Context: an optimization exercise on an open-source flow, tuned for small area, a short achievable clock period and few clock cycles per item. The choices shown serve that exercise and are no tape-out recipe.
In this exercise RTL edits were held to simulation tests only and were not proved equivalent to the original.

==> flow/design.v (excerpt) <==
module rational_fraction_alu (
  input  logic        clk_i,
  input  logic        rst_ni,
  input  logic        in_valid_i,
  output logic        in_ready_o,
  input  logic [1:0]  in_action_i,
  input  logic [31:0] in_num_a_i,
  input  logic [31:0] in_den_a_i,
  input  logic [31:0] in_num_b_i,
  input  logic [31:0] in_den_b_i,
  output logic        out_valid_o,
  input  logic        out_ready_i,
  output logic        out_status_o,
  output logic [63:0] out_num_o,
  output logic [63:0] out_den_o
);
Settings: LEC_CHECK=0, CAP_MARGIN=20, CORE_MARGIN=2, CORE_UTILIZATION=40, SLEW_MARGIN=20; clock period 11.0 ns.
standard.sh (not shown) runs the stock make flow with config.mk's settings and CLKGATE_MAP_FILE= SYNTH_SCRIPT=/design/flow/synth_recipe.tcl, a recipe that flattens the netlist after the stock synthesis.
==> flow/flow/run.sh <==
#!/bin/bash
# Standard layout with three changes: ports buffered with buf_4 cells, repair_timing aiming
# further below the clock period, and repair_timing working only on the worst paths.
set -euo pipefail
bash standard.sh SETUP_SLACK_MARGIN=7 TNS_END_PERCENT=0 \
  "BUFFER_PORTS_ARGS=-buffer_cell sky130_fd_sc_hd__buf_4" finish > standard_make.log 2>&1
The first run completed with no timing, DRC or antenna violations.
Testbench counts at the start, summed over its fixed seeds: cycles 130,475, items 1,200.
Rerun with:
--- a/flow/design.v
+++ b/flow/design.v
@@ -153,18 +153,18 @@
     st_mul_d  = to_mul | (st_mul_q & !cz_q);
     st_comb_d = st_mul_q & cz_q;
     st_abs_d  = st_comb_q;
     st_gcd_d  = st_abs_q | (st_gcd_q & !h_zero);
     st_fin_d  = st_gcd_q & h_zero;
   end
   logic dec_sh2, dec_sh1, dec_swap, dec_sub;
-  assign dec_sh2  = st_gcd_q & !h_zero & !sub_q & can2;
-  assign dec_sh1  = st_gcd_q & !h_zero & !sub_q & !can2 & can1;
-  assign dec_swap = st_gcd_q & !h_zero & (sub_q | !can1) & cz_q;
-  assign dec_sub  = st_gcd_q & !h_zero & (sub_q | !can1) & !cz_q;
+  assign dec_sh2  = st_gcd_q & !sub_q & can2;
+  assign dec_sh1  = st_gcd_q & !sub_q & !can2 & can1;
+  assign dec_swap = st_gcd_q & (sub_q | !can1) & cz_q;
+  assign dec_sub  = st_gcd_q & (sub_q | !can1) & !cz_q;
   always_comb begin
     g_d = g_q;
     h_d = h_q;
     cnt_d = cnt_q;
     sx_d = sx_q;
     sub_d = sub_q; par_d = par_q; st1_d = st1_q; eq_d = eq_q;
     if (in_ready_q) begin
@@ -341,18 +341,18 @@
       st_mul_q    <= st_mul_d;
       st_comb_q   <= st_comb_d;
       st_abs_q    <= st_abs_d;
       st_gcd_q    <= st_gcd_d;
       st_fin_q    <= st_fin_d;
       in_ready_q  <= st_idle_d | st_out_d;
       out_valid_q <= st_out_d | st_wait_d;
-      pa_sh1_q    <= dec_sh1;
-      pa_sh2_q    <= dec_sh2;
-      pa_sub_q    <= dec_sub;
-      pa_swap_q   <= dec_swap;
+      pa_sh1_q    <= dec_sh1 & !h_zero;
+      pa_sh2_q    <= dec_sh2 & !h_zero;
+      pa_sub_q    <= dec_sub & !h_zero;
+      pa_swap_q   <= dec_swap & !h_zero;
     end
   end
   always_ff @(posedge clk_i) begin
     g_q <= g_d; h_q <= h_d; a_q <= a_d; b_q <= b_d; c_q <= c_d; d_q <= d_d;
     cnt_q <= cnt_d;
     cz_q  <= (cnt_d == 6'd0);
     sx_q <= sx_d;
After rerunning: First-iteration DRC count shrinks by 6.2%; utilization goes up by 1.0 points; wire length decreases by 4.5%; final cell count climbs by 1.2%; synthesized area drops by 0.67%; critical path depth shrinks by 1; worst setup slack gets better by 130 ps; final area came out higher by 0.91%.
Testbench counts after the change, summed over its fixed seeds: cycles 130,475, items 1,200.

Setup of south:
Another version of the RTL of rational_fraction_alu (not shown whole).
Size: about 5500 cells after synthesis, ~430 flip-flops, roughly 270 I/O pins.
Settings: LEC_CHECK=0, CAP_MARGIN=20, CORE_MARGIN=2, CORE_UTILIZATION=40, SLEW_MARGIN=20; clock period 11.0 ns.
==> flow/flow/run.sh <==
#!/bin/bash
# Standard layout with these changes: ports buffered with buf_2 cells, a clock tree of clkbuf_8
# cells with clusters of up to 20 sinks, repair_timing aiming further below the clock period and
# working only on the worst paths.
set -euo pipefail
bash standard.sh SETUP_SLACK_MARGIN=7 TNS_END_PERCENT=0 \
  "BUFFER_PORTS_ARGS=-buffer_cell sky130_fd_sc_hd__buf_2" \
  CTS_BUF_LIST=sky130_fd_sc_hd__clkbuf_8 CTS_CLUSTER_SIZE=20 finish > standard_make.log 2>&1
Testbench counts of south, summed over its fixed seeds: cycles 130,475, items 1,200.
Modified inputs, middle compared to south
--- a/flow/design.v
+++ b/flow/design.v
@@ -190,23 +190,24 @@
       eq_d  = 1'b0;
     end
     if (dec_sh2) begin
       h_d = {h_q[61:0], 2'b00};
       cnt_d = cnt_q + 6'd2;
     end
     if (dec_sh1) begin
       h_d = {h_q[62:0], 1'b0};
       cnt_d = cnt_q + 6'd1;
     end
     if (dec_sub) begin
-      g_d = ge ? {sum_g[62:0], 1'b0} : {g_q[62:0], 1'b0};
+      if (ge) g_d = sum_g;
+      h_d = {1'b0, h_q[63:1]};
       cnt_d = cnt_q - 6'd1;
       sub_d = 1'b1;
     end
     if (dec_swap) begin
       g_d = h_q;
       h_d = ge ? sum_g : g_q;
       sub_d = 1'b0;
       par_d = !par_q;
       st1_d = 1'b0;
       eq_d  = st1_q && !sub_q && ge;
     end
Results
- Side by side, die extent in x turned out lower in middle than in south.
- Delta (middle minus south): worst-case setup margin in the final layout decreased by 0.17 ns relative to the old numbers; initial antenna violation count decreased by 4 relative to the old numbers; total number of tap cells decreased by 0.86% relative to the old numbers.
- [compare] base=south new=middle: detailed-route via count saw an increase, fmax saw a decrease, synthesized net count saw an increase.
- The final clock period utilization by the worst path in middle sits 1.5 points above the value recorded for south.
- Sequential share of layout area: middle and south compared, higher one is south
Testbench counts of middle, summed over its fixed seeds: cycles 130,475, items 1,200.

==> afterwards: timing with drivers on the ports <==
In the flow no input, the clock included, has a driving cell. The finished layouts below were timed again as built, in two steps.
Step 1 (the two cells are an assumption about what drives the block):
set clk [get_ports {clk_i}]
set_driving_cell -lib_cell sky130_fd_sc_hd__clkbuf_16 $clk
set_driving_cell -lib_cell sky130_fd_sc_hd__buf_2 [delete_from_list [all_inputs] $clk]
Step 2, shift: input delay + t, output delay - t, t = (earliest + latest rising clock arrival at the registers) / 2. This alone moves slack from input paths to output paths.
a / b / c = ideal / step 1 / step 2; a / b = the first two.
| run | t, ns | setup slack, ns | latest minus earliest clock arrival (ns) |
|---|---|---|---|
| the first run of note 1 | 0.772 | 6.227 / 6.227 / 5.836 | 0.032 / 0.033 |
| the second run of note 1 | 0.752 | 6.354 / 6.354 / 5.743 | 0.042 / 0.041 |
| south | 0.825 | 6.576 / 6.576 / 5.844 | 0.065 / 0.065 |
| middle | 0.802 | 6.409 / 6.409 / 5.736 | 0.058 / 0.058 |
After both steps every run listed still meets setup and hold. For south, which loses most, drivers alone change the setup slack by 0.000 ns; drivers and shift together by -0.732 ns.
